Context: an optimization exercise on an open-source flow, tuned for small area and few clock cycles. The choices shown serve that exercise and are no tape-out recipe. Where RTL was checked, it was by simulation tests only, not by an equivalence proof against the original. Only the layout flow was run in run 3; the RTL was not checked for function there.

==> flow/design.v <==
`default_nettype none
module marching_squares_top (
    input  wire        clk,
    input  wire        rst_n,
    input  wire        cell_valid,
    output wire        cell_stall,
    input  wire [79:0] cell_word,
    output wire        seg_valid,
    input  wire        seg_stall,
    output wire [36:0] seg,
    input  wire        psel,
    input  wire        penable,
    input  wire        pwrite,
    input  wire [3:0]  paddr,
    input  wire [31:0] pwdata,
    output wire [31:0] prdata,
    output wire        pready
);
    marching_squares_cell_segments u_core (
        .clk        (clk),
        .rst_n      (rst_n),
        .cell_valid (cell_valid),
        .cell_stall (cell_stall),
        .cell_word  (cell_word),
        .seg_valid  (seg_valid),
        .seg_stall  (seg_stall),
        .seg        (seg),
        .psel       (psel),
        .penable    (penable),
        .pwrite     (pwrite),
        .paddr      (paddr),
        .pwdata     (pwdata),
        .prdata     (prdata),
        .pready     (pready)
    );
endmodule
`default_nettype wire

`default_nettype none
package mscs_pkg;
    localparam int MAX_COLUMNS = 256;
    localparam int MAX_ROWS    = 256;
    localparam int SAMPLE_BITS = 16;
    localparam int COORD_BITS  = 8;
    localparam int COUNT_BITS  = 9;
    localparam int INDEX_BITS  = 17;
    localparam int ADDR_BITS   = 4;
    localparam int DATA_BITS   = 32;
    localparam logic [1:0] REG_THRESHOLD = 2'd0;
    localparam logic [1:0] REG_COLUMNS   = 2'd1;
    localparam logic [1:0] REG_ROWS      = 2'd2;
    typedef struct packed {
        logic [COORD_BITS-1:0]         cell_x;
        logic [COORD_BITS-1:0]         cell_y;
        logic signed [SAMPLE_BITS-1:0] top_left;
        logic signed [SAMPLE_BITS-1:0] top_right;
        logic signed [SAMPLE_BITS-1:0] bottom_right;
        logic signed [SAMPLE_BITS-1:0] bottom_left;
    } cell_t;
    typedef struct packed {
        logic                  first_is_vertex;
        logic [INDEX_BITS-1:0] first_index;
        logic                  second_is_vertex;
        logic [INDEX_BITS-1:0] second_index;
        logic                  last_of_cell;
    } segment_t;
    typedef struct packed {
        logic                  is_vertex;
        logic [INDEX_BITS-1:0] index;
    } endpoint_t;
    typedef struct packed {
        logic [1:0] count;
        segment_t   first;
        segment_t   second;
    } seg_pair_t;
endpackage
`default_nettype wire
`default_nettype none
module mscs_seg_calc (
    input  wire logic [mscs_pkg::COUNT_BITS-1:0]  cols,       
    input  wire logic [mscs_pkg::INDEX_BITS-1:0]  horiz,      
    input  wire logic [7:0]                       ma,         
    input  wire logic [8:0]                       mb,         
    input  wire logic [7:0]                       mc,         
    input  wire logic                             hmode,      
    input  wire logic [3:0]                       on,         
    input  wire logic [1:0]                       pe,         
    input  wire logic [1:0]                       qe,         
    input  wire logic                             last,
    output mscs_pkg::segment_t                    seg
);
    localparam int IW = mscs_pkg::INDEX_BITS;
    localparam logic [1:0] E_TOP    = 2'd0;
    localparam logic [1:0] E_RIGHT  = 2'd1;
    localparam logic [1:0] E_BOTTOM = 2'd2;
    localparam logic [1:0] E_LEFT   = 2'd3;
    function automatic logic [4:0] ep_ctl(input logic [1:0] e, input logic [3:0] o);
        logic ta, tb;
        logic v;
        logic [2:0] sel;
        logic cin;
        case (e)
            E_TOP:    begin ta = o[3]; tb = o[2]; end
            E_RIGHT:  begin ta = o[2]; tb = o[1]; end
            E_BOTTOM: begin ta = o[0]; tb = o[1]; end
            default:  begin ta = o[3]; tb = o[0]; end
        endcase
        v = ta ^ tb;
        case (e)
            E_TOP:    begin sel = v ? 3'd0 : 3'd3; cin = v ? tb : 1'b1; end
            E_RIGHT:  begin sel = v ? (tb ? 3'd1 : 3'd0) : 3'd2; cin = 1'b1; end
            E_BOTTOM: begin sel = v ? 3'd1 : 3'd4; cin = v & tb; end
            default:  begin sel = v ? (tb ? 3'd1 : 3'd0) : 3'd2; cin = 1'b0; end
        endcase
        ep_ctl = {v, sel, cin};
    endfunction
    function automatic logic [IW-1:0] offs(input logic [2:0] s, input logic [IW-1:0] c,
                                           input logic [IW-1:0] h, input logic [IW-1:0] n,
                                           input logic [IW-1:0] cn);
        case (s)
            3'd1:    offs = c;
            3'd2:    offs = h;
            3'd3:    offs = n;
            3'd4:    offs = cn;
            default: offs = '0;
        endcase
    endfunction
    function automatic logic [IW-1:0] c_minus_y1(input logic [8:0] c, input logic [7:0] y);
        logic [IW-1:0] a, b, s;
        logic          k;
        a = {8'h00, c};
        b = {9'h1ff, ~y};
        k = 1'b0;
        for (int i = 0; i < IW; i++)
        begin
            s[i] = a[i] ^ b[i] ^ k;
            k    = (a[i] & b[i]) | (a[i] & k) | (b[i] & k);
        end
        c_minus_y1 = s;
    endfunction
    logic [4:0]    pc, qc;
    logic [2:0]    psel;
    logic          pcin;
    logic [IW-1:0] ny, cny, cz;
    logic [IW-1:0] po, qo;
    assign pc   = ep_ctl(pe, on);
    assign qc   = ep_ctl(qe, on);
    assign psel = hmode ? 3'd4 : pc[3:1];
    assign pcin = hmode ? 1'b0 : pc[0];
    assign ny   = {9'h1ff, ~ma};
    assign cz   = {8'h00, cols};
    assign cny  = c_minus_y1(cols, ma);
    assign po   = offs(psel, cz, horiz, ny, cny);
    assign qo   = offs(qc[3:1], cz, horiz, ny, cny);
    mscs_idx u_idx (
        .a    (ma),
        .b    (mb),
        .c    (mc),
        .po   (po),
        .pcin (pcin),
        .qo   (qo),
        .qcin (qc[0]),
        .pi   (seg.first_index),
        .qi   (seg.second_index)
    );
    assign seg.first_is_vertex  = pc[4];
    assign seg.second_is_vertex = qc[4];
    assign seg.last_of_cell     = last;
endmodule
module mscs_idx (
    input  wire logic [7:0]  a,
    input  wire logic [8:0]  b,
    input  wire logic [7:0]  c,
    input  wire logic [16:0] po,
    input  wire logic        pcin,
    input  wire logic [16:0] qo,
    input  wire logic        qcin,
    output logic [16:0]      pi,
    output logic [16:0]      qi
);
    wire [8:0] pp0 = b & {9{a[0]}};
    wire [8:0] pp1 = b & {9{a[1]}};
    wire [8:0] pp2 = b & {9{a[2]}};
    wire [8:0] pp3 = b & {9{a[3]}};
    wire [8:0] pp4 = b & {9{a[4]}};
    wire [8:0] pp5 = b & {9{a[5]}};
    wire [8:0] pp6 = b & {9{a[6]}};
    wire [8:0] pp7 = b & {9{a[7]}};
    wire t1;
    wire t2;
    wire t3;
    wire t4;
    wire t5;
    wire t6;
    wire t7;
    wire t8;
    wire t9;
    wire t10;
    wire t11;
    wire t12;
    wire t13;
    wire t14;
    wire t15;
    wire t16;
    wire t17;
    wire t18;
    wire t19;
    wire t20;
    wire t21;
    wire t22;
    wire t23;
    wire t24;
    wire t25;
    wire t26;
    wire t27;
    wire t28;
    wire t29;
    wire t30;
    wire t31;
    wire t32;
    wire t33;
    wire t34;
    wire t35;
    wire t36;
    wire t37;
    wire t38;
    wire t39;
    wire t40;
    wire t41;
    wire t42;
    wire t43;
    wire t44;
    wire t45;
    wire t46;
    wire t47;
    wire t48;
    wire t49;
    wire t50;
    wire t51;
    wire t52;
    wire t53;
    wire t54;
    wire t55;
    wire t56;
    wire t57;
    wire t58;
    wire t59;
    wire t60;
    wire t61;
    wire t62;
    wire t63;
    wire t64;
    wire t65;
    wire t66;
    wire t67;
    wire t68;
    wire t69;
    wire t70;
    wire t71;
    wire t72;
    wire t73;
    wire t74;
    wire t75;
    wire t76;
    wire t77;
    wire t78;
    wire t79;
    wire t80;
    wire t81;
    wire t82;
    wire t83;
    wire t84;
    wire t85;
    wire t86;
    wire t87;
    wire t88;
    wire t89;
    wire t90;
    wire t91;
    wire t92;
    wire t93;
    wire t94;
    wire t95;
    wire t96;
    wire t97;
    wire t98;
    wire t99;
    wire t100;
    wire t101;
    wire t102;
    wire t103;
    wire t104;
    wire t105;
    wire t106;
    wire t107;
    wire t108;
    wire t109;
    wire t110;
    wire t111;
    wire t112;
    wire t113;
    wire t114;
    wire t115;
    wire t116;
    wire t117;
    wire t118;
    wire t119;
    wire t120;
    wire t121;
    wire t122;
    wire t123;
    wire t124;
    wire t125;
    wire t126;
    wire t127;
    wire t128;
    wire t129;
    wire t130;
    wire t131;
    wire t132;
    wire t133;
    wire t134;
    wire t135;
    wire t136;
    wire t137;
    wire t138;
    wire t139;
    wire t140;
    wire t141;
    wire t142;
    wire t143;
    wire t144;
    wire t145;
    wire t146;
    wire t147;
    wire t148;
    wire t149;
    wire t150;
    wire t151;
    wire t152;
    wire t153;
    wire t154;
    wire t155;
    wire t156;
    wire t157;
    wire t158;
    wire t159;
    wire t160;
    wire t161;
    wire t162;
    wire t163;
    wire t164;
    wire t165;
    wire t166;
    wire t167;
    wire t168;
    wire t169;
    wire t170;
    wire t171;
    wire t172;
    wire t173;
    wire t174;
    wire t175;
    wire t176;
    wire t177;
    wire t178;
    wire t179;
    wire t180;
    wire t181;
    wire t182;
    wire t183;
    wire t184;
    wire t185;
    wire t186;
    wire t187;
    wire t188;
    wire t189;
    wire t190;
    wire t191;
    wire t192;
    wire t193;
    wire t194;
    wire t195;
    wire t196;
    wire t197;
    wire t198;
    wire t199;
    wire t200;
    wire t201;
    wire t202;
    wire t203;
    wire t204;
    wire t205;
    wire t206;
    wire t207;
    wire t208;
    wire t209;
    wire t210;
    wire t211;
    wire t212;
    wire t213;
    wire t214;
    wire t215;
    wire t216;
    wire t217;
    wire t218;
    wire t219;
    wire t220;
    wire t221;
    wire t222;
    wire t223;
    wire t224;
    wire t225;
    wire t226;
    wire t227;
    wire t228;
    wire t229;
    wire t230;
    wire t231;
    wire t232;
    wire t233;
    wire t234;
    wire t235;
    wire t236;
    wire t237;
    wire t238;
    wire t239;
    wire t240;
    wire t241;
    wire t242;
    wire t243;
    wire t244;
    wire t245;
    wire t246;
    wire t247;
    wire t248;
    wire t249;
    wire t250;
    wire t251;
    wire t252;
    wire t253;
    wire t254;
    wire t255;
    wire t256;
    wire t257;
    wire t258;
    wire t259;
    wire t260;
    wire t261;
    wire t262;
    wire t263;
    wire t264;
    wire t265;
    wire t266;
    wire t267;
    wire t268;
    wire t269;
    wire t270;
    wire t271;
    wire t272;
    wire t273;
    wire t274;
    wire t275;
    wire t276;
    wire t277;
    wire t278;
    wire t279;
    wire t280;
    wire t281;
    wire t282;
    wire t283;
    wire t284;
    wire t285;
    wire t286;
    wire t287;
    wire t288;
    wire t289;
    wire t290;
    wire t291;
    wire t292;
    wire t293;
    wire t294;
    wire t295;
    wire t296;
    wire t297;
    wire t298;
    wire t299;
    wire t300;
    wire t301;
    wire t302;
    wire t303;
    wire t304;
    wire t305;
    wire t306;
    wire t307;
    wire t308;
    wire t309;
    wire t310;
    wire t311;
    wire t312;
    assign t1 = pp0[5] ^ pp1[4];
    assign t2 = pp0[5] & pp1[4];
    assign t3 = pp0[6] ^ pp1[5] ^ pp2[4];
    assign t4 = (pp0[6] & pp1[5]) | (pp0[6] & pp2[4]) | (pp1[5] & pp2[4]);
    assign t5 = pp3[3] ^ pp4[2];
    assign t6 = pp3[3] & pp4[2];
    assign t7 = pp0[7] ^ pp1[6] ^ pp2[5];
    assign t8 = (pp0[7] & pp1[6]) | (pp0[7] & pp2[5]) | (pp1[6] & pp2[5]);
    assign t9 = pp3[4] ^ pp4[3] ^ pp5[2];
    assign t10 = (pp3[4] & pp4[3]) | (pp3[4] & pp5[2]) | (pp4[3] & pp5[2]);
    assign t11 = pp6[1] ^ pp7[0];
    assign t12 = pp6[1] & pp7[0];
    assign t13 = pp0[8] ^ pp1[7] ^ pp2[6];
    assign t14 = (pp0[8] & pp1[7]) | (pp0[8] & pp2[6]) | (pp1[7] & pp2[6]);
    assign t15 = pp3[5] ^ pp4[4] ^ pp5[3];
    assign t16 = (pp3[5] & pp4[4]) | (pp3[5] & pp5[3]) | (pp4[4] & pp5[3]);
    assign t17 = pp6[2] ^ pp7[1];
    assign t18 = pp6[2] & pp7[1];
    assign t19 = pp1[8] ^ pp2[7] ^ pp3[6];
    assign t20 = (pp1[8] & pp2[7]) | (pp1[8] & pp3[6]) | (pp2[7] & pp3[6]);
    assign t21 = pp4[5] ^ pp5[4] ^ pp6[3];
    assign t22 = (pp4[5] & pp5[4]) | (pp4[5] & pp6[3]) | (pp5[4] & pp6[3]);
    assign t23 = pp2[8] ^ pp3[7] ^ pp4[6];
    assign t24 = (pp2[8] & pp3[7]) | (pp2[8] & pp4[6]) | (pp3[7] & pp4[6]);
    assign t25 = pp0[3] ^ pp1[2];
    assign t26 = pp0[3] & pp1[2];
    assign t27 = pp0[4] ^ pp1[3] ^ pp2[2];
    assign t28 = (pp0[4] & pp1[3]) | (pp0[4] & pp2[2]) | (pp1[3] & pp2[2]);
    assign t29 = pp3[1] ^ pp4[0];
    assign t30 = pp3[1] & pp4[0];
    assign t31 = t1 ^ pp2[3] ^ pp3[2];
    assign t32 = (t1 & pp2[3]) | (t1 & pp3[2]) | (pp2[3] & pp3[2]);
    assign t33 = pp4[1] ^ pp5[0] ^ c[5];
    assign t34 = (pp4[1] & pp5[0]) | (pp4[1] & c[5]) | (pp5[0] & c[5]);
    assign t35 = t2 ^ t3 ^ t5;
    assign t36 = (t2 & t3) | (t2 & t5) | (t3 & t5);
    assign t37 = pp5[1] ^ pp6[0] ^ c[6];
    assign t38 = (pp5[1] & pp6[0]) | (pp5[1] & c[6]) | (pp6[0] & c[6]);
    assign t39 = t4 ^ t6 ^ t7;
    assign t40 = (t4 & t6) | (t4 & t7) | (t6 & t7);
    assign t41 = t9 ^ t11 ^ c[7];
    assign t42 = (t9 & t11) | (t9 & c[7]) | (t11 & c[7]);
    assign t43 = t8 ^ t10 ^ t12;
    assign t44 = (t8 & t10) | (t8 & t12) | (t10 & t12);
    assign t45 = t13 ^ t15 ^ t17;
    assign t46 = (t13 & t15) | (t13 & t17) | (t15 & t17);
    assign t47 = t14 ^ t16 ^ t18;
    assign t48 = (t14 & t16) | (t14 & t18) | (t16 & t18);
    assign t49 = t19 ^ t21 ^ pp7[2];
    assign t50 = (t19 & t21) | (t19 & pp7[2]) | (t21 & pp7[2]);
    assign t51 = t20 ^ t22 ^ t23;
    assign t52 = (t20 & t22) | (t20 & t23) | (t22 & t23);
    assign t53 = pp5[5] ^ pp6[4] ^ pp7[3];
    assign t54 = (pp5[5] & pp6[4]) | (pp5[5] & pp7[3]) | (pp6[4] & pp7[3]);
    assign t55 = t24 ^ pp3[8] ^ pp4[7];
    assign t56 = (t24 & pp3[8]) | (t24 & pp4[7]) | (pp3[8] & pp4[7]);
    assign t57 = pp5[6] ^ pp6[5] ^ pp7[4];
    assign t58 = (pp5[6] & pp6[5]) | (pp5[6] & pp7[4]) | (pp6[5] & pp7[4]);
    assign t59 = pp4[8] ^ pp5[7] ^ pp6[6];
    assign t60 = (pp4[8] & pp5[7]) | (pp4[8] & pp6[6]) | (pp5[7] & pp6[6]);
    assign t61 = pp0[2] ^ pp1[1];
    assign t62 = pp0[2] & pp1[1];
    assign t63 = t25 ^ pp2[1] ^ pp3[0];
    assign t64 = (t25 & pp2[1]) | (t25 & pp3[0]) | (pp2[1] & pp3[0]);
    assign t65 = t26 ^ t27 ^ t29;
    assign t66 = (t26 & t27) | (t26 & t29) | (t27 & t29);
    assign t67 = t28 ^ t30 ^ t31;
    assign t68 = (t28 & t30) | (t28 & t31) | (t30 & t31);
    assign t69 = t32 ^ t34 ^ t35;
    assign t70 = (t32 & t34) | (t32 & t35) | (t34 & t35);
    assign t71 = t36 ^ t38 ^ t39;
    assign t72 = (t36 & t38) | (t36 & t39) | (t38 & t39);
    assign t73 = t40 ^ t42 ^ t43;
    assign t74 = (t40 & t42) | (t40 & t43) | (t42 & t43);
    assign t75 = t44 ^ t46 ^ t47;
    assign t76 = (t44 & t46) | (t44 & t47) | (t46 & t47);
    assign t77 = t48 ^ t50 ^ t51;
    assign t78 = (t48 & t50) | (t48 & t51) | (t50 & t51);
    assign t79 = t52 ^ t54 ^ t55;
    assign t80 = (t52 & t54) | (t52 & t55) | (t54 & t55);
    assign t81 = t56 ^ t58 ^ t59;
    assign t82 = (t56 & t58) | (t56 & t59) | (t58 & t59);
    assign t83 = t60 ^ pp5[8] ^ pp6[7];
    assign t84 = (t60 & pp5[8]) | (t60 & pp6[7]) | (pp5[8] & pp6[7]);
    assign t85 = pp0[1] ^ pp1[0];
    assign t86 = pp0[1] & pp1[0];
    assign t87 = t61 ^ pp2[0] ^ c[2];
    assign t88 = (t61 & pp2[0]) | (t61 & c[2]) | (pp2[0] & c[2]);
    assign t89 = t62 ^ t63 ^ c[3];
    assign t90 = (t62 & t63) | (t62 & c[3]) | (t63 & c[3]);
    assign t91 = t64 ^ t65 ^ c[4];
    assign t92 = (t64 & t65) | (t64 & c[4]) | (t65 & c[4]);
    assign t93 = t66 ^ t67 ^ t33;
    assign t94 = (t66 & t67) | (t66 & t33) | (t67 & t33);
    assign t95 = t68 ^ t69 ^ t37;
    assign t96 = (t68 & t69) | (t68 & t37) | (t69 & t37);
    assign t97 = t70 ^ t71 ^ t41;
    assign t98 = (t70 & t71) | (t70 & t41) | (t71 & t41);
    assign t99 = t72 ^ t73 ^ t45;
    assign t100 = (t72 & t73) | (t72 & t45) | (t73 & t45);
    assign t101 = t74 ^ t75 ^ t49;
    assign t102 = (t74 & t75) | (t74 & t49) | (t75 & t49);
    assign t103 = t76 ^ t77 ^ t53;
    assign t104 = (t76 & t77) | (t76 & t53) | (t77 & t53);
    assign t105 = t78 ^ t79 ^ t57;
    assign t106 = (t78 & t79) | (t78 & t57) | (t79 & t57);
    assign t107 = t80 ^ t81 ^ pp7[5];
    assign t108 = (t80 & t81) | (t80 & pp7[5]) | (t81 & pp7[5]);
    assign t109 = t82 ^ t83 ^ pp7[6];
    assign t110 = (t82 & t83) | (t82 & pp7[6]) | (t83 & pp7[6]);
    assign t111 = t84 ^ pp6[8] ^ pp7[7];
    assign t112 = (t84 & pp6[8]) | (t84 & pp7[7]) | (pp6[8] & pp7[7]);
    assign t113 = pp0[0] ^ c[0];
    assign t114 = pp0[0] & c[0];
    assign t115 = t85 ^ c[1] ^ po[1];
    assign t116 = (t85 & c[1]) | (t85 & po[1]) | (c[1] & po[1]);
    assign t117 = t86 ^ t87 ^ po[2];
    assign t118 = (t86 & t87) | (t86 & po[2]) | (t87 & po[2]);
    assign t119 = t88 ^ t89 ^ po[3];
    assign t120 = (t88 & t89) | (t88 & po[3]) | (t89 & po[3]);
    assign t121 = t90 ^ t91 ^ po[4];
    assign t122 = (t90 & t91) | (t90 & po[4]) | (t91 & po[4]);
    assign t123 = t92 ^ t93 ^ po[5];
    assign t124 = (t92 & t93) | (t92 & po[5]) | (t93 & po[5]);
    assign t125 = t94 ^ t95 ^ po[6];
    assign t126 = (t94 & t95) | (t94 & po[6]) | (t95 & po[6]);
    assign t127 = t96 ^ t97 ^ po[7];
    assign t128 = (t96 & t97) | (t96 & po[7]) | (t97 & po[7]);
    assign t129 = t98 ^ t99 ^ po[8];
    assign t130 = (t98 & t99) | (t98 & po[8]) | (t99 & po[8]);
    assign t131 = t100 ^ t101 ^ po[9];
    assign t132 = (t100 & t101) | (t100 & po[9]) | (t101 & po[9]);
    assign t133 = t102 ^ t103 ^ po[10];
    assign t134 = (t102 & t103) | (t102 & po[10]) | (t103 & po[10]);
    assign t135 = t104 ^ t105 ^ po[11];
    assign t136 = (t104 & t105) | (t104 & po[11]) | (t105 & po[11]);
    assign t137 = t106 ^ t107 ^ po[12];
    assign t138 = (t106 & t107) | (t106 & po[12]) | (t107 & po[12]);
    assign t139 = t108 ^ t109 ^ po[13];
    assign t140 = (t108 & t109) | (t108 & po[13]) | (t109 & po[13]);
    assign t141 = t110 ^ t111 ^ po[14];
    assign t142 = (t110 & t111) | (t110 & po[14]) | (t111 & po[14]);
    assign t143 = t112 ^ pp7[8] ^ po[15];
    assign t144 = (t112 & pp7[8]) | (t112 & po[15]) | (pp7[8] & po[15]);
    assign t145 = t113 ^ po[0] ^ pcin;
    assign t146 = (t113 & po[0]) | (t113 & pcin) | (po[0] & pcin);
    assign t147 = t114 ^ t115 ^ t146;
    assign t148 = (t114 & t115) | (t114 & t146) | (t115 & t146);
    assign t149 = t116 ^ t117 ^ t148;
    assign t150 = (t116 & t117) | (t116 & t148) | (t117 & t148);
    assign t151 = t118 ^ t119 ^ t150;
    assign t152 = (t118 & t119) | (t118 & t150) | (t119 & t150);
    assign t153 = t120 ^ t121 ^ t152;
    assign t154 = (t120 & t121) | (t120 & t152) | (t121 & t152);
    assign t155 = t122 ^ t123 ^ t154;
    assign t156 = (t122 & t123) | (t122 & t154) | (t123 & t154);
    assign t157 = t124 ^ t125 ^ 1'b0;
    assign t158 = (t124 & t125) | (t124 & 1'b0) | (t125 & 1'b0);
    assign t159 = t126 ^ t127 ^ t158;
    assign t160 = (t126 & t127) | (t126 & t158) | (t127 & t158);
    assign t161 = t128 ^ t129 ^ t160;
    assign t162 = (t128 & t129) | (t128 & t160) | (t129 & t160);
    assign t163 = t130 ^ t131 ^ t162;
    assign t164 = (t130 & t131) | (t130 & t162) | (t131 & t162);
    assign t165 = t132 ^ t133 ^ t164;
    assign t166 = (t132 & t133) | (t132 & t164) | (t133 & t164);
    assign t167 = t134 ^ t135 ^ t166;
    assign t168 = (t134 & t135) | (t134 & t166) | (t135 & t166);
    assign t169 = t124 ^ t125 ^ 1'b1;
    assign t170 = (t124 & t125) | (t124 & 1'b1) | (t125 & 1'b1);
    assign t171 = t126 ^ t127 ^ t170;
    assign t172 = (t126 & t127) | (t126 & t170) | (t127 & t170);
    assign t173 = t128 ^ t129 ^ t172;
    assign t174 = (t128 & t129) | (t128 & t172) | (t129 & t172);
    assign t175 = t130 ^ t131 ^ t174;
    assign t176 = (t130 & t131) | (t130 & t174) | (t131 & t174);
    assign t177 = t132 ^ t133 ^ t176;
    assign t178 = (t132 & t133) | (t132 & t176) | (t133 & t176);
    assign t179 = t134 ^ t135 ^ t178;
    assign t180 = (t134 & t135) | (t134 & t178) | (t135 & t178);
    assign t181 = t156 ? t169 : t157;
    assign t182 = t156 ? t171 : t159;
    assign t183 = t156 ? t173 : t161;
    assign t184 = t156 ? t175 : t163;
    assign t185 = t156 ? t177 : t165;
    assign t186 = t156 ? t179 : t167;
    assign t187 = t156 ? t180 : t168;
    assign t188 = t136 ^ t137 ^ 1'b0;
    assign t189 = (t136 & t137) | (t136 & 1'b0) | (t137 & 1'b0);
    assign t190 = t138 ^ t139 ^ t189;
    assign t191 = (t138 & t139) | (t138 & t189) | (t139 & t189);
    assign t192 = t140 ^ t141 ^ t191;
    assign t193 = (t140 & t141) | (t140 & t191) | (t141 & t191);
    assign t194 = t142 ^ t143 ^ t193;
    assign t195 = (t142 & t143) | (t142 & t193) | (t143 & t193);
    assign t196 = t144 ^ po[16] ^ t195;
    assign t197 = (t144 & po[16]) | (t144 & t195) | (po[16] & t195);
    assign t198 = t136 ^ t137 ^ 1'b1;
    assign t199 = (t136 & t137) | (t136 & 1'b1) | (t137 & 1'b1);
    assign t200 = t138 ^ t139 ^ t199;
    assign t201 = (t138 & t139) | (t138 & t199) | (t139 & t199);
    assign t202 = t140 ^ t141 ^ t201;
    assign t203 = (t140 & t141) | (t140 & t201) | (t141 & t201);
    assign t204 = t142 ^ t143 ^ t203;
    assign t205 = (t142 & t143) | (t142 & t203) | (t143 & t203);
    assign t206 = t144 ^ po[16] ^ t205;
    assign t207 = (t144 & po[16]) | (t144 & t205) | (po[16] & t205);
    assign t208 = t187 ? t198 : t188;
    assign t209 = t187 ? t200 : t190;
    assign t210 = t187 ? t202 : t192;
    assign t211 = t187 ? t204 : t194;
    assign t212 = t187 ? t206 : t196;
    assign t213 = pp0[0] ^ c[0];
    assign t214 = pp0[0] & c[0];
    assign t215 = t85 ^ c[1] ^ qo[1];
    assign t216 = (t85 & c[1]) | (t85 & qo[1]) | (c[1] & qo[1]);
    assign t217 = t86 ^ t87 ^ qo[2];
    assign t218 = (t86 & t87) | (t86 & qo[2]) | (t87 & qo[2]);
    assign t219 = t88 ^ t89 ^ qo[3];
    assign t220 = (t88 & t89) | (t88 & qo[3]) | (t89 & qo[3]);
    assign t221 = t90 ^ t91 ^ qo[4];
    assign t222 = (t90 & t91) | (t90 & qo[4]) | (t91 & qo[4]);
    assign t223 = t92 ^ t93 ^ qo[5];
    assign t224 = (t92 & t93) | (t92 & qo[5]) | (t93 & qo[5]);
    assign t225 = t94 ^ t95 ^ qo[6];
    assign t226 = (t94 & t95) | (t94 & qo[6]) | (t95 & qo[6]);
    assign t227 = t96 ^ t97 ^ qo[7];
    assign t228 = (t96 & t97) | (t96 & qo[7]) | (t97 & qo[7]);
    assign t229 = t98 ^ t99 ^ qo[8];
    assign t230 = (t98 & t99) | (t98 & qo[8]) | (t99 & qo[8]);
    assign t231 = t100 ^ t101 ^ qo[9];
    assign t232 = (t100 & t101) | (t100 & qo[9]) | (t101 & qo[9]);
    assign t233 = t102 ^ t103 ^ qo[10];
    assign t234 = (t102 & t103) | (t102 & qo[10]) | (t103 & qo[10]);
    assign t235 = t104 ^ t105 ^ qo[11];
    assign t236 = (t104 & t105) | (t104 & qo[11]) | (t105 & qo[11]);
    assign t237 = t106 ^ t107 ^ qo[12];
    assign t238 = (t106 & t107) | (t106 & qo[12]) | (t107 & qo[12]);
    assign t239 = t108 ^ t109 ^ qo[13];
    assign t240 = (t108 & t109) | (t108 & qo[13]) | (t109 & qo[13]);
    assign t241 = t110 ^ t111 ^ qo[14];
    assign t242 = (t110 & t111) | (t110 & qo[14]) | (t111 & qo[14]);
    assign t243 = t112 ^ pp7[8] ^ qo[15];
    assign t244 = (t112 & pp7[8]) | (t112 & qo[15]) | (pp7[8] & qo[15]);
    assign t245 = t213 ^ qo[0] ^ qcin;
    assign t246 = (t213 & qo[0]) | (t213 & qcin) | (qo[0] & qcin);
    assign t247 = t214 ^ t215 ^ t246;
    assign t248 = (t214 & t215) | (t214 & t246) | (t215 & t246);
    assign t249 = t216 ^ t217 ^ t248;
    assign t250 = (t216 & t217) | (t216 & t248) | (t217 & t248);
    assign t251 = t218 ^ t219 ^ t250;
    assign t252 = (t218 & t219) | (t218 & t250) | (t219 & t250);
    assign t253 = t220 ^ t221 ^ t252;
    assign t254 = (t220 & t221) | (t220 & t252) | (t221 & t252);
    assign t255 = t222 ^ t223 ^ t254;
    assign t256 = (t222 & t223) | (t222 & t254) | (t223 & t254);
    assign t257 = t224 ^ t225 ^ 1'b0;
    assign t258 = (t224 & t225) | (t224 & 1'b0) | (t225 & 1'b0);
    assign t259 = t226 ^ t227 ^ t258;
    assign t260 = (t226 & t227) | (t226 & t258) | (t227 & t258);
    assign t261 = t228 ^ t229 ^ t260;
    assign t262 = (t228 & t229) | (t228 & t260) | (t229 & t260);
    assign t263 = t230 ^ t231 ^ t262;
    assign t264 = (t230 & t231) | (t230 & t262) | (t231 & t262);
    assign t265 = t232 ^ t233 ^ t264;
    assign t266 = (t232 & t233) | (t232 & t264) | (t233 & t264);
    assign t267 = t234 ^ t235 ^ t266;
    assign t268 = (t234 & t235) | (t234 & t266) | (t235 & t266);
    assign t269 = t224 ^ t225 ^ 1'b1;
    assign t270 = (t224 & t225) | (t224 & 1'b1) | (t225 & 1'b1);
    assign t271 = t226 ^ t227 ^ t270;
    assign t272 = (t226 & t227) | (t226 & t270) | (t227 & t270);
    assign t273 = t228 ^ t229 ^ t272;
    assign t274 = (t228 & t229) | (t228 & t272) | (t229 & t272);
    assign t275 = t230 ^ t231 ^ t274;
    assign t276 = (t230 & t231) | (t230 & t274) | (t231 & t274);
    assign t277 = t232 ^ t233 ^ t276;
    assign t278 = (t232 & t233) | (t232 & t276) | (t233 & t276);
    assign t279 = t234 ^ t235 ^ t278;
    assign t280 = (t234 & t235) | (t234 & t278) | (t235 & t278);
    assign t281 = t256 ? t269 : t257;
    assign t282 = t256 ? t271 : t259;
    assign t283 = t256 ? t273 : t261;
    assign t284 = t256 ? t275 : t263;
    assign t285 = t256 ? t277 : t265;
    assign t286 = t256 ? t279 : t267;
    assign t287 = t256 ? t280 : t268;
    assign t288 = t236 ^ t237 ^ 1'b0;
    assign t289 = (t236 & t237) | (t236 & 1'b0) | (t237 & 1'b0);
    assign t290 = t238 ^ t239 ^ t289;
    assign t291 = (t238 & t239) | (t238 & t289) | (t239 & t289);
    assign t292 = t240 ^ t241 ^ t291;
    assign t293 = (t240 & t241) | (t240 & t291) | (t241 & t291);
    assign t294 = t242 ^ t243 ^ t293;
    assign t295 = (t242 & t243) | (t242 & t293) | (t243 & t293);
    assign t296 = t244 ^ qo[16] ^ t295;
    assign t297 = (t244 & qo[16]) | (t244 & t295) | (qo[16] & t295);
    assign t298 = t236 ^ t237 ^ 1'b1;
    assign t299 = (t236 & t237) | (t236 & 1'b1) | (t237 & 1'b1);
    assign t300 = t238 ^ t239 ^ t299;
    assign t301 = (t238 & t239) | (t238 & t299) | (t239 & t299);
    assign t302 = t240 ^ t241 ^ t301;
    assign t303 = (t240 & t241) | (t240 & t301) | (t241 & t301);
    assign t304 = t242 ^ t243 ^ t303;
    assign t305 = (t242 & t243) | (t242 & t303) | (t243 & t303);
    assign t306 = t244 ^ qo[16] ^ t305;
    assign t307 = (t244 & qo[16]) | (t244 & t305) | (qo[16] & t305);
    assign t308 = t287 ? t298 : t288;
    assign t309 = t287 ? t300 : t290;
    assign t310 = t287 ? t302 : t292;
    assign t311 = t287 ? t304 : t294;
    assign t312 = t287 ? t306 : t296;
    assign pi = {t212, t211, t210, t209, t208, t186, t185, t184, t183, t182, t181, t155, t153, t151, t149, t147, t145};
    assign qi = {t312, t311, t310, t309, t308, t286, t285, t284, t283, t282, t281, t255, t253, t251, t249, t247, t245};
endmodule
`default_nettype wire
`default_nettype none
module marching_squares_cell_segments (
    input  wire logic                            clk,
    input  wire logic                            rst_n,
    input  wire logic                            cell_valid,
    output logic                                 cell_stall,
    input  wire mscs_pkg::cell_t                 cell_word,
    output logic                                 seg_valid,
    input  wire logic                            seg_stall,
    output mscs_pkg::segment_t                   seg,
    input  wire logic                            psel,
    input  wire logic                            penable,
    input  wire logic                            pwrite,
    input  wire logic [mscs_pkg::ADDR_BITS-1:0]  paddr,
    input  wire logic [mscs_pkg::DATA_BITS-1:0]  pwdata,
    output logic [mscs_pkg::DATA_BITS-1:0]       prdata,
    output logic                                 pready
);
    localparam int CW = mscs_pkg::COUNT_BITS;
    localparam int SW = mscs_pkg::SAMPLE_BITS;
    localparam int IW = mscs_pkg::INDEX_BITS;
    localparam logic [1:0] E_TOP    = 2'd0;
    localparam logic [1:0] E_RIGHT  = 2'd1;
    localparam logic [1:0] E_BOTTOM = 2'd2;
    localparam logic [1:0] E_LEFT   = 2'd3;
    function automatic logic ge16(input logic [15:0] a, input logic [15:0] t);
        logic c;
        c = 1'b1;
        for (int i = 0; i < 16; i++)
            c = t[i] ? a[i] : c;
        ge16 = c;
    endfunction
    function automatic logic ge8(input logic [7:0] a, input logic [7:0] b);
        logic c;
        c = 1'b1;
        for (int i = 0; i < 8; i++)
            c = (a[i] & ~b[i]) | ((a[i] | ~b[i]) & c);
        ge8 = c;
    endfunction
    function automatic logic [7:0] sub8(input logic [7:0] v, input logic [7:0] k);
        logic [7:0] d;
        logic       b;
        b = 1'b0;
        for (int i = 0; i < 8; i++)
        begin
            d[i] = v[i] ^ k[i] ^ b;
            b    = (~v[i] & k[i]) | (~v[i] & b) | (k[i] & b);
        end
        sub8 = d;
    endfunction
    function automatic logic [7:0] clamp_minus(input logic [CW-1:0] v, input logic lo,
                                               input logic hi, input logic [7:0] k);
        if (lo)
            clamp_minus = 8'd2 - k;
        else if (hi)
            clamp_minus = 8'd0 - k;
        else
            clamp_minus = sub8(v[7:0], k);
    endfunction
    logic [SW-1:0]        thr_reg;
    logic [CW-1:0]        cols_raw_reg;
    logic [CW-1:0]        rows_raw_reg;
    logic                 cols_lo_reg, cols_hi_reg;
    logic                 rows_lo, rows_hi;
    logic [IW-1:0]        horiz_reg;
    logic [CW-1:0]        cols_c;
    logic [7:0]           cols_m2;
    logic [7:0]           rows_m1;
    logic                 wd_lo, wd_hi;
    logic                 cfg_wr;
    logic                 grid_wr;
    logic                 grid_wr_reg;
    assign pready  = 1'b1;
    assign cfg_wr  = psel && penable && pwrite;
    assign grid_wr = cfg_wr && ((paddr[3:2] == mscs_pkg::REG_COLUMNS) ||
                                (paddr[3:2] == mscs_pkg::REG_ROWS));
    assign wd_lo   = pwdata[8:1] == 8'd0;
    assign wd_hi   = pwdata[8] && (pwdata[7:0] != 8'd0);
    assign rows_lo = rows_raw_reg[8:1] == 8'd0;
    assign rows_hi = rows_raw_reg[8] && (rows_raw_reg[7:0] != 8'd0);
    assign cols_c  = cols_lo_reg ? CW'(2) : (cols_hi_reg ? CW'(256) : cols_raw_reg);
    assign cols_m2 = clamp_minus(cols_raw_reg, cols_lo_reg, cols_hi_reg, 8'd2);
    assign rows_m1 = clamp_minus(rows_raw_reg, rows_lo, rows_hi, 8'd1);
    always_ff @(posedge clk or negedge rst_n)
    begin
        if (!rst_n)
            grid_wr_reg <= 1'b0;
        else
            grid_wr_reg <= grid_wr;
    end
    always_ff @(posedge clk or negedge rst_n)
    begin
        if (!rst_n)
        begin
            thr_reg      <= '0;
            cols_raw_reg <= CW'(mscs_pkg::MAX_COLUMNS);
            rows_raw_reg <= CW'(mscs_pkg::MAX_ROWS);
            cols_lo_reg  <= 1'b0;
            cols_hi_reg  <= 1'b0;
        end
        else if (cfg_wr)
        begin
            unique case (paddr[3:2])
                mscs_pkg::REG_THRESHOLD:
                begin
                    thr_reg <= pwdata[SW-1:0];
                end
                mscs_pkg::REG_COLUMNS:
                begin
                    cols_raw_reg <= pwdata[CW-1:0];
                    cols_lo_reg  <= wd_lo;
                    cols_hi_reg  <= wd_hi;
                end
                mscs_pkg::REG_ROWS:
                begin
                    rows_raw_reg <= pwdata[CW-1:0];
                end
                default:
                begin
                end
            endcase
        end
    end
    always_comb
    begin
        unique case (paddr[3:2])
            mscs_pkg::REG_THRESHOLD: prdata = mscs_pkg::DATA_BITS'(thr_reg);
            mscs_pkg::REG_COLUMNS:   prdata = mscs_pkg::DATA_BITS'(cols_raw_reg);
            mscs_pkg::REG_ROWS:      prdata = mscs_pkg::DATA_BITS'(rows_raw_reg);
            default:                 prdata = '0;
        endcase
    end
    logic [SW-1:0] u_tl, u_tr, u_br, u_bl, u_thr;
    logic [3:0]    code;
    logic [3:0]    on_cell;
    logic          high;
    logic          in_grid;
    logic          flip;
    logic          has_seg;
    logic          saddle;
    logic [1:0]    pe_cell;
    logic [1:0]    qe_cell;
    assign u_tl  = cell_word.top_left     ^ 16'h8000;
    assign u_tr  = cell_word.top_right    ^ 16'h8000;
    assign u_br  = cell_word.bottom_right ^ 16'h8000;
    assign u_bl  = cell_word.bottom_left  ^ 16'h8000;
    assign u_thr = thr_reg ^ 16'h8000;
    logic [SW-1:0] t_tl, t_tr, t_br, t_bl;
    assign t_tl    = cell_word.top_left     ^ thr_reg;
    assign t_tr    = cell_word.top_right    ^ thr_reg;
    assign t_br    = cell_word.bottom_right ^ thr_reg;
    assign t_bl    = cell_word.bottom_left  ^ thr_reg;
    assign code    = {ge16(u_tl, t_tl), ge16(u_tr, t_tr), ge16(u_br, t_br), ge16(u_bl, t_bl)};
    assign on_cell = {t_tl == '0, t_tr == '0, t_br == '0, t_bl == '0};
    logic [18:0] s1, c1, s2, c2, s3, c3, nt;
    logic        hc;
    assign nt = {1'b0, ~u_thr, 2'b11};
    assign s1 = {3'b000, u_tl ^ u_tr ^ u_br};
    assign c1 = {2'b00, (u_tl & u_tr) | (u_tl & u_br) | (u_tr & u_br), 1'b0};
    assign s2 = s1 ^ c1 ^ {3'b000, u_bl};
    assign c2 = {(s1[17:0] & c1[17:0]) | (s1[17:0] & {2'b00, u_bl}) | (c1[17:0] & {2'b00, u_bl}), 1'b0};
    assign s3 = s2 ^ c2 ^ nt;
    assign c3 = {(s2[17:0] & c2[17:0]) | (s2[17:0] & nt[17:0]) | (c2[17:0] & nt[17:0]), 1'b0};
    always_comb
    begin
        hc = 1'b1;
        for (int i = 0; i < 18; i++)
            hc = (s3[i] & c3[i]) | (s3[i] & hc) | (c3[i] & hc);
        high = s3[18] ^ c3[18] ^ hc;
    end
    assign in_grid = ge8(cols_m2, cell_word.cell_x) && !ge8(cell_word.cell_y, rows_m1);
    assign saddle  = (code == 4'd5) || (code == 4'd10);
    assign has_seg = in_grid && (code != 4'd0) && (code != 4'd15);
    assign flip    = high != (code == 4'd5);
    always_comb
    begin
        case (code)
            4'd1, 4'd14: begin pe_cell = E_LEFT;   qe_cell = E_BOTTOM; end
            4'd2, 4'd13: begin pe_cell = E_BOTTOM; qe_cell = E_RIGHT;  end
            4'd3, 4'd12: begin pe_cell = E_LEFT;   qe_cell = E_RIGHT;  end
            4'd4, 4'd11: begin pe_cell = E_TOP;    qe_cell = E_RIGHT;  end
            4'd6, 4'd9:  begin pe_cell = E_TOP;    qe_cell = E_BOTTOM; end
            4'd7, 4'd8:  begin pe_cell = E_LEFT;   qe_cell = E_TOP;    end
            default:     begin pe_cell = E_LEFT;   qe_cell = flip ? E_BOTTOM : E_TOP; end
        endcase
    end
    logic          d_valid_reg;
    logic [7:0]    d_x_reg;
    logic [7:0]    d_y_reg;
    logic [3:0]    d_on_reg;
    logic [1:0]    d_pe_reg;
    logic [1:0]    d_qe_reg;
    logic          d_pend_reg;      
    logic          d_top2_reg;      
    logic deliver;
    logic free;
    logic load;
    assign deliver    = d_valid_reg && !seg_stall;
    assign free       = !d_valid_reg || (deliver && !d_pend_reg);
    assign cell_stall = !free || grid_wr_reg;
    assign load       = cell_valid && has_seg && !cell_stall;
    always_ff @(posedge clk or negedge rst_n)
    begin
        if (!rst_n)
            d_valid_reg <= 1'b0;
        else if (free)
            d_valid_reg <= load;
    end
    always_ff @(posedge clk)
    begin
        if (load)
        begin
            d_x_reg <= cell_word.cell_x;
            d_y_reg <= cell_word.cell_y;
        end
        else if (free)
        begin
            d_x_reg <= 8'd0;
            d_y_reg <= rows_m1;
        end
    end
    always_ff @(posedge clk)
    begin
        if (load)
        begin
            d_on_reg   <= on_cell;
            d_pe_reg   <= pe_cell;
            d_qe_reg   <= qe_cell;
            d_pend_reg <= saddle;
            d_top2_reg <= flip;
        end
        else if (deliver && d_pend_reg)
        begin
            d_pe_reg   <= d_top2_reg ? E_TOP : E_BOTTOM;
            d_qe_reg   <= E_RIGHT;
            d_pend_reg <= 1'b0;
        end
    end
    mscs_seg_calc u_calc (
        .cols   (cols_c),
        .horiz  (horiz_reg),
        .ma     (d_y_reg),
        .mb     (cols_c),
        .mc     (d_x_reg),
        .hmode  (!d_valid_reg),
        .on     (d_on_reg),
        .pe     (d_pe_reg),
        .qe     (d_qe_reg),
        .last   (!d_pend_reg),
        .seg    (seg)
    );
    always_ff @(posedge clk)
    begin
        if (!d_valid_reg)
            horiz_reg <= seg.first_index;
    end
    assign seg_valid = d_valid_reg;
endmodule
`default_nettype wire
==> flow/flow/run.sh <==
#!/bin/bash
# The standard layout with these changes:
#  - synthesis: the standard script (same registers, names and cell types), but
#    the design's modules are kept apart until after technology mapping; the
#    index adder tree (mscs_idx), which holds the critical path, is mapped with
#    ORFS's speed script and every other module with flow/abc_area.script, an
#    area-oriented mapping; the yosys pre-mapping abc pass is skipped. After
#    flattening, the index datapath's internal wire names are dropped so that
#    its outputs drive the output ports directly, buffers are inserted only for
#    outputs that share a net (as the standard synthesis does), and the netlist
#    is renamed as in the standard synthesis
#  - plain buf_1 cells as the port buffers
#  - a clock tree of a few clkbuf_16 cells (large sink clusters), no dummy loads
set -uo pipefail
W=$(pwd)
sed -e "s#^source \$::env(SCRIPTS_DIR)/synth_preamble.tcl\$#source \$::env(SCRIPTS_DIR)/synth_preamble.tcl\nset abc_area_args [lreplace \$abc_args 1 1 $W/flow/abc_area.script]#" \
    -e "s#^  log_cmd abc {\*}\$abc_args\$#  log_cmd abc {*}\$abc_args mscs_idx\n  log_cmd abc {*}\$abc_area_args marching_squares_top marching_squares_cell_segments mscs_seg_calc#" \
    "$FLOW_HOME/scripts/synth.tcl" > "$W/my_synth_core.tcl"
sed -e "s#source \$::env(SCRIPTS_DIR)/synth.tcl#source $W/my_synth_core.tcl#" \
    -e "s#yosys synth -nofsm -noshare#yosys synth -nofsm -noshare -noabc#" \
    -e "s#^opt_clean -purge\$#yosys rename -hide w:u_core.u_calc.*\nopt_clean -purge\ninsbuf -buf {*}\$::env(MIN_BUF_CELL_AND_PORTS)#" \
    synth_recipe.tcl > "$W/my_synth.tcl"
sed "s#SYNTH_SCRIPT=[^ ]*#SYNTH_SCRIPT=$W/my_synth.tcl#" standard.sh > "$W/my_standard.sh"
SYNTH_HIERARCHICAL=1 SYNTH_MINIMUM_KEEP_SIZE=0 SYNTH_INSBUF=0 bash "$W/my_standard.sh" synth > synth.log 2>&1
export BUFFER_PORTS_ARGS="-buffer_cell sky130_fd_sc_hd__buf_1"
export CTS_ARGS="-sink_clustering_enable -repair_clock_nets -buf_list sky130_fd_sc_hd__clkbuf_16 -root_buf sky130_fd_sc_hd__clkbuf_16 -dont_use_dummy_load -sink_clustering_size 45 -sink_clustering_max_diameter 300"
bash "$W/my_standard.sh" > standard.log 2>&1
==> flow/flow/abc_area.script <==
strash
&get -n
&fraig -x
&put
scorr
dc2
dch -f
amap
topo
stime -c
==> flow/standard.sh <==
#!/bin/bash
# synth_recipe.tcl (not shown) runs the flow's synth.tcl, then flattens the netlist and writes it again
# the make line also repeats each setting of config.mk as NAME=value (left out here)
make -C /OpenROAD-flow-scripts/flow DESIGN_CONFIG=/design/flow/config.mk WORK_HOME=/design/flow/orfs CLKGATE_MAP_FILE= SYNTH_SCRIPT=/design/flow/synth_recipe.tcl "${@:-finish}"
==> flow/config.mk <==
export PLATFORM = sky130hd
export DESIGN_NAME = marching_squares_top
export DESIGN_NICKNAME = marching_squares_top
export VERILOG_FILES = /design/flow/design.v
export SDC_FILE = /design/flow/constraint.sdc
export NUM_CORES = 4
export LEC_CHECK = 0
export CAP_MARGIN = 20
export CORE_MARGIN = 2
export CORE_UTILIZATION = 40
export SLEW_MARGIN = 20
==> flow/constraint.sdc <==
create_clock -name core_clock -period 9.0 [get_ports {clk}]
set_input_delay 1.8000 -clock core_clock [delete_from_list [all_inputs] [get_ports {clk}]]
set_output_delay 1.8000 -clock core_clock [all_outputs]
set_load 0.01 [all_outputs]
==> flow_summary_export.csv, run 1 <==
group,metric,value,unit
timing,final_max_slew_viol_count,0,
layout,drive_gt1_share,6.27,%
layout,multi_input_area,7630,um2
clock_network,clkLatencyLatePin,0.36,ns
logic_synthesis,synth_cells,1113,
worst_hold_path,worstHoldEndpoint,"u_core.cols_raw_reg[8]",
floorplan,io_pins,195,
layout,final_cell_mix,"157 x buf_1, 138 x fa_1, 137 x clkinv_1",
status,status,"timing/DRC/antenna clean",
timing,fin_hold_ws,0.535,ns
timing,skew,0.0228,ns
clock_network,cts_buffers,9,
routing,drc,0,
floorplan,fp.dieArea,27400,um2
timing,fin_crit_sh,96.3,%
layout,diodes,0,
floorplan,rows,59,
global_routing,overflow,0,
timing,period_needed,8.67,ns
critical_path,cp-end-kind,"primary output",
logic_synthesis,syn_area,10400,um2
critical_path,reg2regPathDepth,24,
critical_path,worst-path-max-fanout,8,
clock_network,clock_sinks,81,
global_routing,grt_start_max_net_pins,39,
critical_path,worstSetupPathType,"register to primary output",
job,cap_violations,0,
routing,drt_iter0_drc,593,
clock_network,cts_max_level,3,
critical_path,reg2reg_slack,2.49,ns
routing,vias,9004,
timing,setup_viol,0,
floorplan,start_util,40.4,%
placed_design,pre_cts_ws,0.260,ns
logic_synthesis,syn_avg_cell_area,9.37,um2
routing,drtPass1Iterations,6,
placed_design,dp_hpwl,24.3,mm
routing,routedWlPerCell,18.0,um
critical_path,start_kind,"register",
clock_network,cts-root-buf,"clkbuf_16",
critical_path,reg2reg_from,"u_core.cols_lo_reg",
critical_path,critPathArrivalTime,6.87,ns
layout,nets,1639,
timing,tns,0,ns
global_routing,grt_pass1_wl,46.4,mm
worst_hold_path,hold_class,"register to register",
critical_path,cp_common_cell,"fa_1",
worst_hold_path,hp-start,"u_core.cols_raw_reg[8]",
routing,routed_wl,29.5,mm
floorplan,core_area,25800,um2
routing,postRouteAntennaNets,0,
layout,n_fill_cell,2527,
layout,syn_to_final_growth,14.3,%
clock_network,clk_pin_slew,0.07,ns
floorplan,die_y,165,um
timing,worst_slew_pin_slew,1.07,ns
timing,relSlewSlack,27.0,%
critical_path,cp.required,7.20,ns
layout,final_common_cell,"buf_1",
floorplan,die_w,165,um
layout,register_area,2250,um2
worst_hold_path,min_path_cells,1,
global_routing,track_usage,22.0,%
clock_network,cts_hold_buffers,0,
timing,finalHoldViolCount,0,
critical_path,critical_path.max_stage_delay,0.51,ns
clock_network,tritoncts,"yes",
timing,fmax,115,MHz
logic_synthesis,yosys_warnings,8,
global_routing,antenna_found_initial,1,
critical_path,reg2reg_to,"u_core.horiz_reg[16]",
clock_network,cts.path.max_buffers,2,
placed_design,gp_congestion,0.926,
critical_path,crit_slowest_cell,"fa_1",
placed_design,io_buffers,159,
routing,vias_per_cell,5.48,
global_routing,grt_pass1_vias,8817,
timing,setup_slack,0.334,ns
layout,largest_reg_flops,17,
## metrics by stage
stage / cell area [um2] / cells / utilization (%)
after floorplan: 10500 / 1128 / -
after global placement: 11500 / 1628 / 44.7
after detailed placement: 11500 / 1628 / 44.7
after CTS: 11800 / 1638 / 45.6
after global routing: 11900 / 1643 / 46.1
final: 11900 / 1643 / 46.1
## what timing repair did
item | in CTS | in global routing
endpoints found under the setup margin | 4 | 13
buffers inserted | 1 | 5
gates resized for setup | 3 | 29
pin swaps | 0 | 6
## cell type report
class                   instances  share of cell area [%]
multi-input cells             876                    64.0
flip-flops and latches         81                    18.8
repair buffers                186                    6.76
clock buffers                   9                    1.89
inverters                     156                    4.98
well taps                     335                    3.52
## worst max-delay path: cells and delay by family, from the launching register on
family | cells | cell delay [ns]
adders and majority gates | 10 | 3.64
AOI/OAI and AO/OA | 6 | 1.03
buffers and inverters | 5 | 0.76
DFF | 1 | 0.44
and+or+nand+nor | 2 | 0.23
muxes | 1 | 0.21
xor gates and xnor gates | 1 | 0.20
## layer usage
metal / global-route usage [%] / vias up / share of wire, %
li1: - / 4245 / -
met1: 31.5 / 4432 / 46
met2: 35.3 / 299 / 46
met5: 0 / - / 0.024
met4: 5.02 / 2 / 1.4
met3: 3.47 / 26 / 6.0
## how the worst max path moves through the flow
stage	startpoint	endpoint	slack (ns)	cells after the start
6_report	u_core.cols_lo_reg	seg[33]	0.33	25
5_1_grt	u_core.d_qe_reg[0]	seg[17]	-0.007	22
4_1_cts	u_core.d_pe_reg[0]	seg[34]	0.0006	30
3_5_place_dp	u_core.d_pe_reg[0]	seg[34]	0.26	28
3_3_place_gp	u_core.d_pe_reg[0]	seg[33]	0.32	27
2_1_floorplan	u_core.d_pe_reg[0]	seg[33]	0.53	27
Testbench counts, summed over its fixed seeds: cycles 10,644.
==> run 2: changes to the inputs <==
--- a/flow/flow/run.sh
+++ b/flow/flow/run.sh
@@ -4,3 +4,3 @@
 #    the design's modules are kept apart until after technology mapping; the
-#    index adder tree (mscs_idx), which holds the critical path, is mapped with
+#    index datapath (mscs_idx, mscs_seg_calc), which holds the critical path, is mapped with
 #    ORFS's speed script and every other module with flow/abc_area.script, an
@@ -12,3 +12,3 @@
 #  - plain buf_1 cells as the port buffers
-#  - a clock tree of a few clkbuf_16 cells (large sink clusters), no dummy loads
+#  - a clock tree of clkbuf_8 cells, larger sink clusters, no dummy loads
 set -uo pipefail
@@ -16,3 +16,3 @@
 sed -e "s#^source \$::env(SCRIPTS_DIR)/synth_preamble.tcl\$#source \$::env(SCRIPTS_DIR)/synth_preamble.tcl\nset abc_area_args [lreplace \$abc_args 1 1 $W/flow/abc_area.script]#" \
-    -e "s#^  log_cmd abc {\*}\$abc_args\$#  log_cmd abc {*}\$abc_args mscs_idx\n  log_cmd abc {*}\$abc_area_args marching_squares_top marching_squares_cell_segments mscs_seg_calc#" \
+    -e "s#^  log_cmd abc {\*}\$abc_args\$#  log_cmd abc {*}\$abc_args mscs_idx mscs_seg_calc\n  log_cmd abc {*}\$abc_area_args marching_squares_top marching_squares_cell_segments#" \
     "$FLOW_HOME/scripts/synth.tcl" > "$W/my_synth_core.tcl"
@@ -25,3 +25,3 @@
 export BUFFER_PORTS_ARGS="-buffer_cell sky130_fd_sc_hd__buf_1"
-export CTS_ARGS="-sink_clustering_enable -repair_clock_nets -buf_list sky130_fd_sc_hd__clkbuf_16 -root_buf sky130_fd_sc_hd__clkbuf_16 -dont_use_dummy_load -sink_clustering_size 45 -sink_clustering_max_diameter 300"
+export CTS_ARGS="-sink_clustering_enable -repair_clock_nets -buf_list sky130_fd_sc_hd__clkbuf_8 -root_buf sky130_fd_sc_hd__clkbuf_8 -dont_use_dummy_load -sink_clustering_size 30"
 bash "$W/my_standard.sh" > standard.log 2>&1
==> flow_summary_export.csv, run 2 <==
group,metric,value,unit
timing,final_max_slew_viol_count,0,
routing,drtPass1Iterations,18,
critical_path,critical_path.max_stage_delay,0.44,ns
layout,n_fill_cell,2648,
placed_design,gp_congestion,0.950,
clock_network,tritoncts,"yes",
layout,largest_reg_flops,17,
timing,fin_crit_sh,96.5,%
timing,rsz0062_at_grt,"false",
logic_synthesis,syn_area,10600,um2
status,status,"timing/DRC/antenna clean",
timing,tns,0,ns
floorplan,io_pins,195,
global_routing,track_usage,22.7,%
job,cap_violations,0,
logic_synthesis,syn_avg_cell_area,9.46,um2
logic_synthesis,synth_cells,1126,
timing,skew,0.0213,ns
critical_path,crit_slowest_cell,"fa_1",
clock_network,cts_buffers,9,
placed_design,dpl_cell_area,11700,um2
clock_network,clk_pin_slew,0.10,ns
global_routing,overflow,0,
floorplan,fp.dieArea,27900,um2
routing,postRouteAntennaNets,0,
routing,routed_wl,31.4,mm
critical_path,cp-end-kind,"primary output",
routing,vias_per_cell,5.59,
placed_design,io_buffers,159,
global_routing,antenna_found_initial,1,
clock_network,clock_sinks,81,
timing,setup_viol,0,
critical_path,critPathArrivalTime,6.89,ns
global_routing,grt_pass1_wl,50.0,mm
floorplan,rows,59,
floorplan,start_util,40.7,%
critical_path,worst-path-max-fanout,7,
floorplan,core_area,26100,um2
floorplan,die_w,167,um
layout,syn_to_final_growth,12.7,%
routing,vias,9230,
timing,period_needed,8.69,ns
layout,final_cell_mix,"157 x buf_1, 139 x fa_1, 104 x clkinv_1",
layout,finalInstanceArea,12000,um2
critical_path,start_kind,"register",
layout,final_common_cell,"buf_1",
routing,drt_iter0_drc,512,
clock_network,clkLatencyLatePin,0.38,ns
timing,finalHoldViolCount,0,
layout,nets,1647,
floorplan,die_y,167,um
timing,fmax,115,MHz
timing,relSlewSlack,29.1,%
routing,drc,0,
clock_network,cts-root-buf,"clkbuf_8",
global_routing,grt_pass1_vias,9439,
timing,fin_hold_ws,0.519,ns
clock_network,cts_hold_buffers,0,
worst_hold_path,hold_class,"register to register",
critical_path,cp.required,7.20,ns
placed_design,dp_hpwl,25.6,mm
critical_path,reg2reg_slack,2.48,ns
critical_path,cp_common_cell,"fa_1",
clock_network,cts_max_level,3,
routing,routedWlPerCell,19.0,um
layout,fin_util,45.9,%
clock_network,cts.path.max_buffers,2,
timing,worst_slew_pin_slew,1.06,ns
global_routing,grt_start_max_net_pins,39,
layout,drive_gt1_share,6.31,%
critical_path,worstSetupPathType,"register to primary output",
logic_synthesis,yosys_warnings,8,
run 2: what timing repair did:
action,4_1_cts,5_1_grt
setup endpoints to repair,4,10
gates resized for setup,6,13
pin swaps,2,5
buffers inserted,1,7
run 2: final timing paths:
check	start	end	cells after the start
worst max-delay path	u_core.cols_lo_reg	seg[34]	26
max in group asynchronous	rst_n	u_core.thr_reg[2]	1
min in group asynchronous	rst_n	u_core.rows_raw_reg[6]	1
worst min register to register	u_core.rows_raw_reg[8]	u_core.rows_raw_reg[8]	2
worst max register to register	u_core.cols_lo_reg	u_core.horiz_reg[15]	25
worst min-delay path	u_core.rows_raw_reg[8]	u_core.rows_raw_reg[8]	2
run 2: through the flow:
stage          setup WS, ns  instances
2_1_floorplan         0.432       1141
3_3_place_gp          0.255       1634
3_5_place_dp          0.210       1634
4_1_cts              0.0235       1644
5_1_grt             0.00644       1652
6_report              0.311       1652
run 2: layout make-up:
cell class                 instances  area [um2]  area share [%]
timing repair buffer             193         858            7.15
antenna                            1        2.50          0.0209
sequential                        81        2240            18.7
clock buffer                       9         124            1.03
tap                              335         419            3.49
multi-input combinational        895        7830            65.3
inverter                         138         518            4.32
run 2: per-layer routing:
metal | wire length (um) | GRT usage (%) | vias to the layer above
met3 | 2010 | 3.33 | 38
met4 | 533 | 5.56 | 0
met2 | 15300 | 38.7 | 344
met5 | 0 | 0 | -
li1 | - | - | 4291
met1 | 13600 | 30.7 | 4557
run 2: worst max-delay path, delay by kind of cell, from the launching register on:
family	cells	cell delay [ns]
AO/OA/AOI/OAI	6	0.89
XOR/XNOR	1	0.21
adder cells (fa/ha/maj)	10	3.52
buffers and inverters	4	0.50
flip-flops	1	0.40
multiplexers	1	0.23
AND/OR/NAND/NOR	4	0.78
==> run 3: changes to the inputs <==
--- a/flow/design.v
+++ b/flow/design.v
@@ -127,15 +127,2 @@
     endfunction
-    function automatic logic [IW-1:0] c_minus_y1(input logic [8:0] c, input logic [7:0] y);
-        logic [IW-1:0] a, b, s;
-        logic          k;
-        a = {8'h00, c};
-        b = {9'h1ff, ~y};
-        k = 1'b0;
-        for (int i = 0; i < IW; i++)
-        begin
-            s[i] = a[i] ^ b[i] ^ k;
-            k    = (a[i] & b[i]) | (a[i] & k) | (b[i] & k);
-        end
-        c_minus_y1 = s;
-    endfunction
     logic [4:0]    pc, qc;
@@ -144,2 +131,3 @@
     logic [IW-1:0] ny, cny, cz;
+    logic [9:0]    cny10;
     logic [IW-1:0] po, qo;
@@ -151,3 +139,4 @@
     assign cz   = {8'h00, cols};
-    assign cny  = c_minus_y1(cols, ma);
+    assign cny10 = {1'b0, cols} + {2'b11, ~ma};
+    assign cny   = {{7{cny10[9]}}, cny10};
     assign po   = offs(psel, cz, horiz, ny, cny);
==> flow_summary_export.csv, run 3 <==
group,metric,value,unit
critical_path,cp-end-kind,"primary output",
routing,drt_iter0_drc,754,
routing,postRouteAntennaNets,0,
timing,setup_slack,0.477,ns
clock_network,cts_max_level,3,
layout,drive_gt1_share,4.11,%
global_routing,grt_pass1_wl,50.4,mm
timing,tns,0,ns
timing,finalHoldViolCount,0,
routing,vias_per_cell,5.55,
layout,largest_reg_flops,17,
critical_path,start_kind,"register",
layout,n_fill_cell,2644,
global_routing,grt_pass1_vias,9294,
clock_network,clkLatencyLatePin,0.38,ns
logic_synthesis,syn_area,10800,um2
logic_synthesis,synth_cells,1160,
floorplan,core_area,26700,um2
clock_network,cts-root-buf,"clkbuf_8",
critical_path,worstSetupPathType,"register to primary output",
floorplan,rows,60,
global_routing,grt_start_max_net_pins,39,
layout,final_common_cell,"buf_1",
critical_path,worst-path-max-fanout,10,
layout,finalInstanceArea,12000,um2
global_routing,antenna_found_initial,0,
routing,routed_wl,31.5,mm
logic_synthesis,syn_avg_cell_area,9.29,um2
job,cap_violations,0,
layout,fin_cells,1679,
floorplan,fp.dieArea,28300,um2
layout,syn_to_final_growth,11.2,%
timing,worst_slew_pin_slew,0.976,ns
timing,relSlewSlack,34.8,%
clock_network,tritoncts,"yes",
worst_hold_path,hold_class,"register to register",
routing,routedWlPerCell,18.8,um
timing,final_max_slew_viol_count,0,
clock_network,cts_buffers,9,
floorplan,start_util,40.3,%
placed_design,dp_hpwl,26.1,mm
placed_design,pre_cts_ws,0.596,ns
clock_network,clk_pin_slew,0.08,ns
logic_synthesis,yosys_warnings,8,
floorplan,die_y,168,um
global_routing,overflow,0,
clock_network,cts.path.max_buffers,2,
status,status,"timing/DRC/antenna clean",
floorplan,die_w,168,um
placed_design,io_buffers,159,
clock_network,clock_sinks,81,
critical_path,cp.required,7.20,ns
clock_network,cts_hold_buffers,0,
critical_path,critPathArrivalTime,6.72,ns
timing,period_needed,8.52,ns
routing,drc,0,
timing,fin_crit_sh,94.7,%
timing,skew,0.0205,ns
placed_design,dp_cells,1668,
layout,nets,1669,
timing,fmax,117,MHz
global_routing,track_usage,22.8,%
placed_design,dpl_cell_area,11800,um2
routing,vias,9321,
timing,setup_viol,0,
layout,diodes,0,
timing,rsz0062_at_grt,"false",
routing,drtPass1Iterations,5,
placed_design,gp_congestion,0.913,
floorplan,io_pins,195,
layout,final_cell_mix,"158 x buf_1, 137 x fa_1, 113 x nor2_1",
-- run 3: metal layers --
layer	share of wire (%)	track usage, %	wire [um]	vias to the layer above
met5	0	0	0	-
met4	1.6	5.13	520	0
met3	4.6	2.44	1460	29
met2	49	39.7	15500	302
met1	44	30.7	14000	4592
li1	-	-	-	4398
-- run 3: path summary, 6_finish.rpt --
kind,from,to,slack [ns],depth (start not counted)
max in group asynchronous,rst_n,u_core.thr_reg[1],6.84,1
max reg2reg,u_core.d_pe_reg[0],u_core.horiz_reg[16],2.66,24
max,u_core.d_qe_reg[0],seg[17],0.48,22
min in group asynchronous,rst_n,u_core.rows_raw_reg[4],1.56,1
min,u_core.cols_raw_reg[8],u_core.cols_raw_reg[8],0.52,2
min reg2reg,u_core.cols_raw_reg[8],u_core.cols_raw_reg[8],0.52,2
-- run 3: final cells by class --
cell class | instances | area, um2 | share of cell area (%)
inverter | 136 | 510 | 4.26
tap | 341 | 427 | 3.56
timing repair buffer | 180 | 756 | 6.30
sequential | 81 | 2240 | 18.7
multi-input combinational | 932 | 7930 | 66.1
clock buffer | 9 | 124 | 1.03
-- run 3: through the flow --
stage	utilization (%)	hold slack (ns)
finish	44.9	0.517
detailed placement	44.3	0.502
floorplan	-	0.471
CTS	44.8	0.516
global route	44.9	0.537
global placement	44.3	0.509
-- run 3: what timing repair did --
| action | in CTS | in global routing |
|---|---|---|
| resized for setup | 0 | 1 |
| buffers inserted | 0 | 2 |
| hold endpoints to repair | 0 | 0 |
| endpoints found under the setup margin | 0 | 5 |
-- run 3: worst max-delay path: stages (launching register included) --
cell	delay, ns
edfxtp_1	0.42
inv_1	0.10
ha_1	0.39
a22oi_1	0.15
nand2_1	0.08
o21ai_0	0.08
ha_1	0.42
a211o_1	0.31
a221oi_1	0.25
nor2_1	0.10
fa_1	0.42
fa_1	0.40
fa_1	0.40
fa_1	0.41
fa_1	0.40
fa_1	0.46
and2_1	0.20
o311ai_2	0.52
a211oi_4	0.18
mux2i_1	0.25
a21oi_1	0.11
xnor2_1	0.14
buf_1	0.17

re-timing with driven ports:
No port has a modelled driver above. Below, the same layouts with a new extraction and two added sets of constraints. Step 1 assumes that a clkbuf_16 drives the clock port and a buf_2 every other input. Step 2 adds t to the input delays and takes it off the output delays; t is the mean of the earliest and latest rising clock arrival at the registers after step 1. Input paths then give back, and output paths get back, about the clock's delay inside the block. Slacks: ideal ports / drivers / drivers and shift; pairs: ideal ports / drivers.
run	t (ns)	setup slack, ns	hold WS [ns]	worst slew at a driven data input, ns	cell pins on the clock port's net
run 1	0.395	0.334 / 0.287 / 0.682	0.535 / 0.535 / 0.535	0.07	1
run 2	0.411	0.311 / 0.270 / 0.681	0.519 / 0.519 / 0.519	0.07	1
run 3	0.417	0.477 / 0.432 / 0.849	0.517 / 0.517 / 0.517	0.06	1
After both steps every run listed still meets setup and hold.
